This is an optimization exercise on Yosys and OpenROAD, whose aim is small area, a short achievable clock period and few clock cycles per item, not a production implementation. In this exercise RTL edits were held to simulation tests only and were not proved equivalent to the original. Power figures rest on the tool's default switching activity, not on a simulated workload.

Design queue_cmd_front, start of the top module:
module queue_cmd_front #(
    parameter int PAYLOAD_SIZE = 24,
    parameter int ID_WIDTH     = 8,
    parameter int FIFO_SIZE    = 1024,
    parameter int PTR_WIDTH    = $clog2(FIFO_SIZE),
    parameter int QDATA_SIZE   = PAYLOAD_SIZE + ID_WIDTH
) (
    input  logic                    clk,
    input  logic                    reset,
    input  logic                    cmd_valid,
    output logic                    cmd_ready,
    input  logic [1:0]              cmd_op,
    input  logic [ID_WIDTH-1:0]     cmd_id,
    input  logic [PAYLOAD_SIZE-1:0] cmd_payload,
    output logic                    q_push_flag,
    output logic [QDATA_SIZE-1:0]   q_push_data,
    output logic                    q_pop_flag,
    input  logic [QDATA_SIZE-1:0]   q_pop_data,
    output logic                    q_remove_flag,
    output logic [PTR_WIDTH-1:0]    q_remove_index,
    input  logic                    q_full,
    input  logic                    q_empty,
    input  logic                    q_error_reg,
    input  logic                    q_error_rem,
    input  logic                    q_error_time,
    output logic                    rsp_valid,
    input  logic                    rsp_ready,
    output logic [2:0]              rsp_status,
    output logic [ID_WIDTH-1:0]     rsp_id,
    output logic [PAYLOAD_SIZE-1:0] rsp_payload
);
clock: 6.5 ns
lec_check: 0
cap_margin: 20
core_margin: 2
core_utilization: 55
cts_buf_list: sky130_fd_sc_hd__clkbuf_16
cts_cluster_diameter: 60
cts_cluster_size: 30
setup_slack_margin: 3.3
slew_margin: 20
run.sh (not shown) runs the stock make flow with config.mk's settings and CLKGATE_MAP_FILE= SYNTH_SCRIPT=/design/flow/synth_recipe.tcl, a recipe that flattens the netlist after the stock synthesis.
Testbench counts at the start, summed over its fixed seeds: cycles 16,081, commands 16,000.
Then changed:
- SETUP_SLACK_MARGIN: 3.3 -> 3.0
Power goes up by 0.87%. Non-clock buffer count goes down by 128. Global-route usage fell by 0.63 points. Worst hold slack is better by 0.013 ns. First-iteration DRC count decreases by 9.8%. Sequential power barely changes. Synthesized area is unchanged. Utilization goes down by 0.84 points. Routed wire length decreases by 2.1%.
Then changed:
- CORE_UTILIZATION: 55 -> 50
- CTS_BUF_LIST: sky130_fd_sc_hd__clkbuf_16 -> sky130_fd_sc_hd__clkbuf_8
- CTS_CLUSTER_DIAMETER: 60 -> default
- SETUP_SLACK_MARGIN: 3.0 -> 3.3
Power increases by 3.5%.
Clock skew increases by 0.042 ns.
Die area grows by 9.9%.
Fmax went up by 0.78%.
Area after synthesis is unchanged.
Clock-buffer cell count grows by 308.
Combinational power climbs by about 7%.
Sequential power stays flat.
Final area grows by 2.2%.
Critical path depth fell by 6.

The RTL this note starts from:
==> flow/design.v <==
module queue_cmd_front #(
    parameter int PAYLOAD_SIZE = 24,
    parameter int ID_WIDTH     = 8,
    parameter int FIFO_SIZE    = 1024,
    parameter int PTR_WIDTH    = $clog2(FIFO_SIZE),
    parameter int QDATA_SIZE   = PAYLOAD_SIZE + ID_WIDTH
) (
    input  logic                    clk,
    input  logic                    reset,
    input  logic                    cmd_valid,
    output logic                    cmd_ready,
    input  logic [1:0]              cmd_op,
    input  logic [ID_WIDTH-1:0]     cmd_id,
    input  logic [PAYLOAD_SIZE-1:0] cmd_payload,
    output logic                    q_push_flag,
    output logic [QDATA_SIZE-1:0]   q_push_data,
    output logic                    q_pop_flag,
    input  logic [QDATA_SIZE-1:0]   q_pop_data,
    output logic                    q_remove_flag,
    output logic [PTR_WIDTH-1:0]    q_remove_index,
    input  logic                    q_full,
    input  logic                    q_empty,
    input  logic                    q_error_reg,
    input  logic                    q_error_rem,
    input  logic                    q_error_time,
    output logic                    rsp_valid,
    input  logic                    rsp_ready,
    output logic [2:0]              rsp_status,
    output logic [ID_WIDTH-1:0]     rsp_id,
    output logic [PAYLOAD_SIZE-1:0] rsp_payload
);
    localparam int DEPTH = 2 ** ID_WIDTH;
    localparam logic [1:0] OP_ADD    = 2'd0;
    localparam logic [1:0] OP_CANCEL = 2'd1;
    localparam logic [1:0] OP_POP    = 2'd2;
    localparam logic [2:0] ST_OK    = 3'd0;
    localparam logic [2:0] ST_DUP   = 3'd1;
    localparam logic [2:0] ST_NF    = 3'd2;
    localparam logic [2:0] ST_FULL  = 3'd3;
    localparam logic [2:0] ST_EMPTY = 3'd4;
    localparam logic [2:0] ST_QERR  = 3'd5;
    logic [DEPTH-1:0]        live;
    logic [PTR_WIDTH-1:0]    slot_mem [DEPTH];
    logic [PTR_WIDTH-1:0]    tail;
    logic                    d_add, d_can, d_pop, d_rsv;
    logic [ID_WIDTH-1:0]     d_id;
    logic [PAYLOAD_SIZE-1:0] d_pl;
    logic                    d_live;    
    logic                    d_pm;      
    logic [PTR_WIDTH-1:0]    d_slot;
    logic                    w_push, w_rem, w_pop;
    logic [ID_WIDTH-1:0]     w_id;
    localparam int NBANK = 4;
    logic [PTR_WIDTH-1:0]    w_slot [NBANK];
    logic                    r_v, r_fresh, s_v, s_fresh;
    logic [2:0]              r_st, s_st;
    logic [ID_WIDTH-1:0]     r_id, s_id;
    logic [PAYLOAD_SIZE-1:0] r_pl, s_pl;
    logic [1:0]              n_out;
    logic q_err, d_v, hit, push, rem, pop, acc, take, w_en, w_val;
    logic [2:0] d_st, r_fin, s_fin;
    logic [ID_WIDTH-1:0] d_rid;
    logic [PAYLOAD_SIZE-1:0] d_rpl;
    logic f_live, f_pm;
    logic [PTR_WIDTH-1:0] f_slot;
    logic live_rd;
    logic [PTR_WIDTH-1:0] slot_rd;
    assign q_err  = q_error_reg | q_error_rem | q_error_time;
    assign d_v    = d_add | d_can | d_pop | d_rsv;
    assign hit    = d_live & ~(d_pm & ~q_err);
    assign push   = d_add & ~hit & ~q_full;
    assign rem    = d_can & hit;
    assign pop    = d_pop & ~q_empty;
    assign take      = r_v & rsp_ready;
    assign cmd_ready = reset & (~n_out[1] | (~n_out[0] & rsp_ready));
    assign acc       = cmd_valid & cmd_ready;
    assign q_push_flag    = push;
    assign q_pop_flag     = pop;
    assign q_remove_flag  = rem;
    assign q_push_data    = {d_pl, d_id};
    assign q_remove_index = d_slot;
    assign r_fin       = (r_fresh & q_err) ? ST_QERR : r_st;
    assign s_fin       = (s_fresh & q_err) ? ST_QERR : s_st;
    assign rsp_valid   = r_v;
    assign rsp_status  = r_fin;
    assign rsp_id      = r_id;
    assign rsp_payload = r_pl;
    always_comb begin
        if (d_add)      d_st = hit ? ST_DUP : (q_full ? ST_FULL : ST_OK);
        else if (d_can) d_st = hit ? ST_OK : ST_NF;
        else if (d_pop) d_st = q_empty ? ST_EMPTY : ST_OK;
        else            d_st = ST_NF;
        if (d_pop) begin
            d_rid = q_empty ? '0 : q_pop_data[ID_WIDTH-1:0];
            d_rpl = q_empty ? '0 : q_pop_data[QDATA_SIZE-1:ID_WIDTH];
        end else begin
            d_rid = d_id;
            d_rpl = '0;
        end
    end
    assign w_en  = w_push | w_rem | (w_pop & ~q_err);
    assign w_val = w_push;
    always_comb begin
        if ((d_add | d_can) && d_id == cmd_id)
            f_live = d_add & (hit | ~q_full);
        else if ((w_push | w_rem | w_pop) && w_id == cmd_id)
            f_live = w_pop ? (live_rd & q_err) : w_push;
        else
            f_live = live_rd;
        f_pm   = pop && q_pop_data[ID_WIDTH-1:0] == cmd_id;
        if (push && d_id == cmd_id)
            f_slot = tail;
        else if (w_push && w_id == cmd_id)
            f_slot = tail - 1'b1;
        else
            f_slot = slot_rd;
    end
    always_ff @(posedge clk or negedge reset) begin
        if (!reset) begin
            d_add   <= 1'b0;
            d_can   <= 1'b0;
            d_pop   <= 1'b0;
            d_rsv   <= 1'b0;
            w_push  <= 1'b0;
            w_rem   <= 1'b0;
            w_pop   <= 1'b0;
            r_v     <= 1'b0;
            r_fresh <= 1'b0;
            s_v     <= 1'b0;
            s_fresh <= 1'b0;
            n_out   <= '0;
            live    <= '0;
            tail    <= '0;
        end else begin
            d_add <= acc && cmd_op == OP_ADD;
            d_can <= acc && cmd_op == OP_CANCEL;
            d_pop <= acc && cmd_op == OP_POP;
            d_rsv <= acc && cmd_op == 2'd3;
            w_push <= push;
            w_rem  <= rem;
            w_pop  <= pop;
            n_out <= n_out + 2'(acc) - 2'(take);
            if (!r_v || take) begin
                r_v     <= s_v | d_v;
                r_fresh <= ~s_v & (push | rem | pop);
                s_v     <= s_v & d_v;
                s_fresh <= s_v & (push | rem | pop);
            end else begin
                r_fresh <= 1'b0;
                s_v     <= s_v | d_v;
                s_fresh <= ~s_v & (push | rem | pop);
            end
            live <= live_nx;
            if (push) tail <= tail + 1'b1;
        end
    end
    always_ff @(posedge clk) begin
        d_id   <= cmd_id;
        d_pl   <= cmd_payload;
        d_slot <= f_slot;
        d_live <= f_live;
        d_pm   <= f_pm;
        if (push | rem) w_id <= d_id;
        if (pop)        w_id <= q_pop_data[ID_WIDTH-1:0];
        for (int b = 0; b < NBANK; b++)
            if (push && d_id[ID_WIDTH-1 -: 2] == 2'(b)) w_slot[b] <= tail;
        if (!r_v || take) begin
            if (s_v) begin
                r_st <= s_fin;
                r_id <= s_id;
                r_pl <= s_pl;
                s_st <= d_st;
                s_id <= d_rid;
                s_pl <= d_rpl;
            end else begin
                r_st <= d_st;
                r_id <= d_rid;
                r_pl <= d_rpl;
            end
        end else begin
            r_st <= r_fin;
            if (s_v) begin
                s_st <= s_fin;
            end else begin
                s_st <= d_st;
                s_id <= d_rid;
                s_pl <= d_rpl;
            end
        end
    end
    for (genvar l = 0; l <= ID_WIDTH; l++) begin : g_rd
        logic [PTR_WIDTH:0] n [2 ** (ID_WIDTH - l)];
        for (genvar j = 0; j < 2 ** (ID_WIDTH - l); j++) begin : g_n
            if (l == 0) begin : g_leaf
                assign n[j] = {live[j], slot_mem[j]};
            end else begin : g_mux
                assign n[j] = cmd_id[l-1] ? g_rd[l-1].n[2*j+1] : g_rd[l-1].n[2*j];
            end
        end
    end
    assign {live_rd, slot_rd} = g_rd[ID_WIDTH].n[0];
    logic [DEPTH-1:0] w_sel, live_nx;
    always_comb begin
        for (int i = 0; i < DEPTH; i++) begin
            w_sel[i]   = (w_id == ID_WIDTH'(i));
            live_nx[i] = (w_en & w_sel[i]) ? w_val : live[i];
        end
    end
    for (genvar i = 0; i < DEPTH; i++) begin : g_slot
        always_ff @(posedge clk) begin
            if (w_push & w_sel[i]) slot_mem[i] <= w_slot[i / (DEPTH / NBANK)];
        end
    end
endmodule
make LEC_CHECK=0 CAP_MARGIN=20 CORE_MARGIN=2 CORE_UTILIZATION=60 CTS_BUF_LIST=sky130_fd_sc_hd__clkbuf_8 CTS_CLUSTER_SIZE=30 SETUP_SLACK_MARGIN=3.3 SLEW_MARGIN=20 finish   # period 6.5 ns
Testbench counts at the start, summed over its fixed seeds: cycles 16,016, commands 16,000.
Change:
--- a/flow/config.mk
+++ b/flow/config.mk
@@ -8,5 +8,5 @@
 export CAP_MARGIN = 20
 export CORE_MARGIN = 2
-export CORE_UTILIZATION = 60
+export CORE_UTILIZATION = 50
 export CTS_BUF_LIST = sky130_fd_sc_hd__clkbuf_8
 export CTS_CLUSTER_SIZE = 30
Synthesized cell count is unchanged; core utilization is lower by 11 points; final area is higher by about 0.7%; area after synthesis does not change; setup slack gets worse by 0.023 ns; global-route usage is lower by 6.3 points; count of clock-buffer cells in the layout is higher by 13; power is higher by about 0.8%; hold slack gets better by 0.15 ns; maximum frequency is lower by about 0.6%; first-iteration DRC count is lower by about 5%.

## re-timing with driven ports
Ports are ideal in the flow. The routed layouts listed here were re-timed in OpenROAD.
Step 1 (the two cells are an assumption about what drives the block):
set clk [get_ports {clk}]
set_driving_cell -lib_cell sky130_fd_sc_hd__clkbuf_16 $clk
set_driving_cell -lib_cell sky130_fd_sc_hd__buf_2 [delete_from_list [all_inputs] $clk]
Step 2, shift: input delay + t, output delay - t, t = (earliest + latest rising clock arrival at the registers) / 2. This alone moves slack from input paths to output paths.
a / b / c = ideal ports / drivers / drivers and shift; a / b = the first two.
run | t (ns) | setup slack, ns | worst setup path after step 2 | clock arrival spread, ns | slew at the worst register clock pin (ns)
the first run of note 1 | 0.924 | 2.899 / 2.736 / 1.812 | input to register | 0.038 / 0.038 | 0.11 / 0.11
the second run of note 1 | 0.941 | 2.901 / 2.508 / 1.567 | input to register | 0.043 / 0.044 | 0.11 / 0.11
the third run of note 1 | 1.185 | 2.929 / 2.786 / 1.601 | input to register | 0.087 / 0.088 | 0.07 / 0.07
the first run of note 2 | 1.196 | 2.637 / 2.561 / 1.802 | input to register | 0.079 / 0.080 | 0.07 / 0.07
the second run of note 2 | 1.175 | 2.613 / 2.580 / 1.774 | input to register | 0.111 / 0.111 | 0.07 / 0.07
After both steps setup and hold are still met in every run listed. The setup slack of the second run of note 1, which loses most, moves by -0.393 ns with the drivers and by -1.334 ns with both steps.
